This is an optimization exercise on Yosys and OpenROAD, whose aim is small area, not a production implementation.
Where RTL was checked, it was by simulation tests only, not by an equivalence proof against the original.
Power and IR drop assume default switching activity.

// sent_tx
module sent_tx (
  input  logic                  clk,
  input  logic                  rst,
  input  logic                  cfg_vld,     
  input  sent_pkg::sent_cfg_t   cfg,         
  input  logic                  frame_vld,   
  input  sent_pkg::sent_frame_t frame,       
  output logic                  fifo_empty,  
  output logic                  fifo_full,   
  output logic                  sent         
);
  logic                  wr;
  sent_pkg::sent_cfg_t   active_cfg;
  sent_pkg::sent_frame_t cur;
  logic                  pop;
  logic                  done;
  logic                  idle;
  logic                  tick;
  sent_host_if u_host_if (
    .clk         (clk),
    .rst         (rst),
    .cfg_vld     (cfg_vld),
    .cfg         (cfg),
    .frame_vld   (frame_vld),
    .engine_idle (idle),
    .fifo_empty  (fifo_empty),
    .wr          (wr),
    .active_cfg  (active_cfg)
  );
  sent_frame_fifo u_fifo (
    .clk   (clk),
    .rst   (rst),
    .wr    (wr),
    .wdata (frame),
    .pop   (pop),
    .done  (done),
    .cur   (cur),
    .empty (fifo_empty),
    .full  (fifo_full)
  );
  sent_tick_gen u_tick_gen (
    .clk       (clk),
    .rst       (rst),
    .run       (!idle),
    .ctick_len (active_cfg.ctick_len),
    .tick      (tick)
  );
  sent_frame_engine u_engine (
    .clk   (clk),
    .rst   (rst),
    .tick  (tick),
    .cfg   (active_cfg),
    .cur   (cur),
    .empty (fifo_empty),
    .pop   (pop),
    .done  (done),
    .idle  (idle),
    .sent  (sent)
  );
endmodule
For scale: ~2,600 cells after synthesis, about 0.035 mm^2 of cells after synthesis.
==> module sent_frame_fifo, before the edit <==
module sent_frame_fifo (
  input  logic                  clk,
  input  logic                  rst,
  input  logic                  wr,       
  input  sent_pkg::sent_frame_t wdata,    
  input  logic                  pop,      
  input  logic                  done,     
  output sent_pkg::sent_frame_t cur,      
  output logic                  empty,    
  output logic                  full      
);
  localparam int DEPTH = 32;
  localparam int NST   = DEPTH + 1;  
  localparam int CW    = $clog2(DEPTH) + 1;
  logic [CW-1:0] cnt;
  logic          empty_now;
  logic          full_now;
  logic          wr_ok;
  logic          rd_ok;
  assign empty_now = (cnt == '0);
  assign full_now  = cnt[CW-1];
  assign wr_ok = wr && !full_now;
  assign rd_ok = pop && !empty_now;
  always_ff @(posedge clk or posedge rst)
  begin
    if (rst)
      cnt <= '0;
    else if (wr_ok != rd_ok)
      cnt <= rd_ok ? cnt - 1'b1 : cnt + 1'b1;
  end
  always_ff @(posedge clk or posedge rst)
  begin
    if (rst)
    begin
      empty <= 1'b1;
      full  <= 1'b0;
    end
    else
    begin
      empty <= empty_now;
      full  <= full_now;
    end
  end
  logic [NST-1:0][30:0] st;    
  logic [NST-1:0]       vld;
  logic [NST-1:0]       room;  
  logic [NST:0]         mv;    
  logic [NST-1:0]       keep;  
  assign room[0] = !vld[0];  
  assign mv[0]   = 1'b0;
  genvar i;
  generate
    for (i = 1; i < NST; i++)
    begin : g_room
      assign room[i] = !vld[i] || room[i-1];
      assign mv[i]   = vld[i] && room[i-1];
    end
  endgenerate
  assign mv[NST] = wr_ok;
  generate
    for (i = 0; i < NST; i++)
    begin : g_st
      logic [30:0] din;
      assign keep[i] = vld[i] && !(i == 0 ? done : mv[i]);
      assign din     = (i == NST-1) ? wdata : st[(i == NST-1) ? i : i+1];
      always_ff @(posedge clk or posedge rst)
      begin
        if (rst)
          vld[i] <= 1'b0;
        else
          vld[i] <= keep[i] || mv[i+1];
      end
      always_ff @(posedge clk)
        st[i] <= (st[i] & {31{keep[i]}}) | (din & {31{mv[i+1]}});
    end
  endgenerate
  assign cur = st[0];
endmodule
==> flow/config.mk <==
export PLATFORM = sky130hd
export DESIGN_NAME = sent_tx
export DESIGN_NICKNAME = sent_tx
export VERILOG_FILES = /design/flow/design.v
export SDC_FILE = /design/flow/constraint.sdc
export NUM_CORES = 4
export LEC_CHECK = 0
export ABC_AREA = 1
export CAP_MARGIN = 20
export CORE_MARGIN = 2
export CORE_UTILIZATION = 70
export PLACE_DENSITY = 0.8
export SLEW_MARGIN = 20
==> flow/constraint.sdc <==
create_clock -name core_clock -period 10.0 [get_ports {clk}]
set_input_delay 2.0000 -clock core_clock [delete_from_list [all_inputs] [get_ports {clk}]]
set_output_delay 2.0000 -clock core_clock [all_outputs]
set_load 0.01 [all_outputs]
standard.sh (not shown) runs the stock make flow with config.mk's settings and CLKGATE_MAP_FILE= SYNTH_SCRIPT=/design/flow/synth_recipe.tcl, a recipe that flattens the netlist after the stock synthesis.
==> flow/flow/run.sh <==
#!/bin/bash
# Standard ORFS layout with three changes:
#  - after the standard synthesis, the combinational logic is re-mapped with ABC's
#    area mapper (flip-flops untouched, see remap.tcl);
#  - port buffers use the smallest buffer cell;
#  - the clock tree uses small clock buffers in tight sink clusters, no dummy loads.
set -euo pipefail
R=orfs/results/$FLOW_PLATFORM/sent_tx/base
LIB=$FLOW_HOME/platforms/$FLOW_PLATFORM/lib/sky130_fd_sc_hd__tt_025C_1v80.lib
bash standard.sh synth > standard_synth.log 2>&1
cp $R/1_2_yosys.v standard_1_2_yosys.v
DU=$(sed -n '/^export DONT_USE_CELLS += \\/,/^#/p' $FLOW_HOME/platforms/$FLOW_PLATFORM/config.mk | grep -o 'sky130_fd_sc_hd__[a-z0-9_]*' | sed 's/^/-dont_use /' | tr '\n' ' ')
LIB=$LIB IN=standard_1_2_yosys.v OUT=remapped.v TOP=$FLOW_TOP SCR=flow/nf.scr DU="$DU" \
  yosys -c flow/remap.tcl > remap.log 2>&1
cp remapped.v $R/1_2_yosys.v
touch $R/1_2_yosys.v
CTS="-sink_clustering_enable -repair_clock_nets -dont_use_dummy_load"
CTS="$CTS -buf_list sky130_fd_sc_hd__clkbuf_4 -sink_clustering_size 10 -sink_clustering_max_diameter 40"
bash standard.sh "CTS_ARGS=$CTS" "BUFFER_PORTS_ARGS=-buffer_cell sky130_fd_sc_hd__buf_1" finish > standard_flow.log 2>&1
cp orfs/logs/*/sent_tx/base/*.log . 2>/dev/null || true
==> flow/flow/nf.scr <==
strash
&get -n
&dch
&nf -a -R 1000
&put
topo
==> flow/flow/remap.tcl <==
# Re-map the combinational cells of the standard synthesis netlist with ABC's
# area-oriented &nf mapper. Flip-flops and tie cells stay as they are (same
# instances, names and cell types); only the logic between them is re-mapped.
yosys -import
set lib $::env(LIB)
read_liberty -ignore_miss_func -overwrite $lib
read_verilog $::env(IN)
hierarchy -top $::env(TOP)
foreach c [split [string trim [tee -q -s result.string select -list-mod =A:*]] "\n"] { }
set seq {}
foreach m [split [string trim [tee -q -s result.string select -list-mod =*]] "\n"] {
  if {[string match "sky130_fd_sc_hd__*df*" $m] || [string match "sky130_fd_sc_hd__conb*" $m] || [string match "sky130_fd_sc_hd__dl*" $m]} {
    blackbox $m
  }
}
flatten
opt_clean
abc -liberty $lib -script $::env(SCR) {*}$::env(DU)
opt_clean -purge
stat -liberty $lib
write_verilog -noattr $::env(OUT)
Next try:
--- a/flow/design.v
+++ b/flow/design.v
@@ -125,6 +125,8 @@
   logic [NST-1:0]       room;  
   logic [NST:0]         mv;    
   logic [NST-1:0]       keep;  
+  logic [30:0]          wfrm;  
+  assign wfrm = {wdata.len[2:1], wdata.len[0] | (wdata.len == 3'd0), wdata.status, wdata.data};
   assign room[0] = !vld[0];  
   assign mv[0]   = 1'b0;
   genvar i;
@@ -140,17 +142,20 @@
     for (i = 0; i < NST; i++)
     begin : g_st
       logic [30:0] din;
+      logic [30:0] nxt;
+      assign vld[i]  = (st[i][30:28] != 3'd0);
       assign keep[i] = vld[i] && !(i == 0 ? done : mv[i]);
-      assign din     = (i == NST-1) ? wdata : st[(i == NST-1) ? i : i+1];
+      assign din     = (i == NST-1) ? wfrm : st[(i == NST-1) ? i : i+1];
+      assign nxt = (st[i] & {31{keep[i]}}) | (din & {31{mv[i+1]}});
       always_ff @(posedge clk or posedge rst)
       begin
         if (rst)
-          vld[i] <= 1'b0;
+          st[i][30:28] <= 3'd0;
         else
-          vld[i] <= keep[i] || mv[i+1];
+          st[i][30:28] <= nxt[30:28];
       end
       always_ff @(posedge clk)
-        st[i] <= (st[i] & {31{keep[i]}}) | (din & {31{mv[i+1]}});
+        st[i][27:0] <= nxt[27:0];
     end
   endgenerate
   assign cur = st[0];
Setup slack is better by 300 ps; global-route usage fell by 0.51 points; area after synthesis went down by 0.39%; core utilization rose by 0.36 points; via count climbs by 1.8%; non-clock buffer count rose by 24; power drops by 1.3%; synthesized cell count grows by about 4.4%; cell count rises by about 4%; sequential cell count decreases by 33.
For the second run of this note, only the layout was checked, not whether the RTL still works.

afterwards: timing with drivers on the ports:
How much do the figures lean on ideal ports? The routed layouts below were timed once more, with nothing changed but the port constraints.
Step 1 sets driving cells, clkbuf_16 on the clock port and buf_2 on the other inputs (assumed; they add their load-dependent delay and slew).
Step 2 times the ports against the registers' clock, not the clock port: input delays grow and output delays shrink by t, the midpoint of the rising clock arrivals with the driver on.
Three values: ideal ports, drivers, drivers and shift; two values: the first two.
run | t (ns) | setup slack, ns | worst setup path at the end
the first run | 1.051 | 0.687 / 0.687 / 0.687 | register to register
the second run | 1.058 | 0.986 / 0.986 / 0.986 | register to register
After both steps every run listed still meets setup and hold.
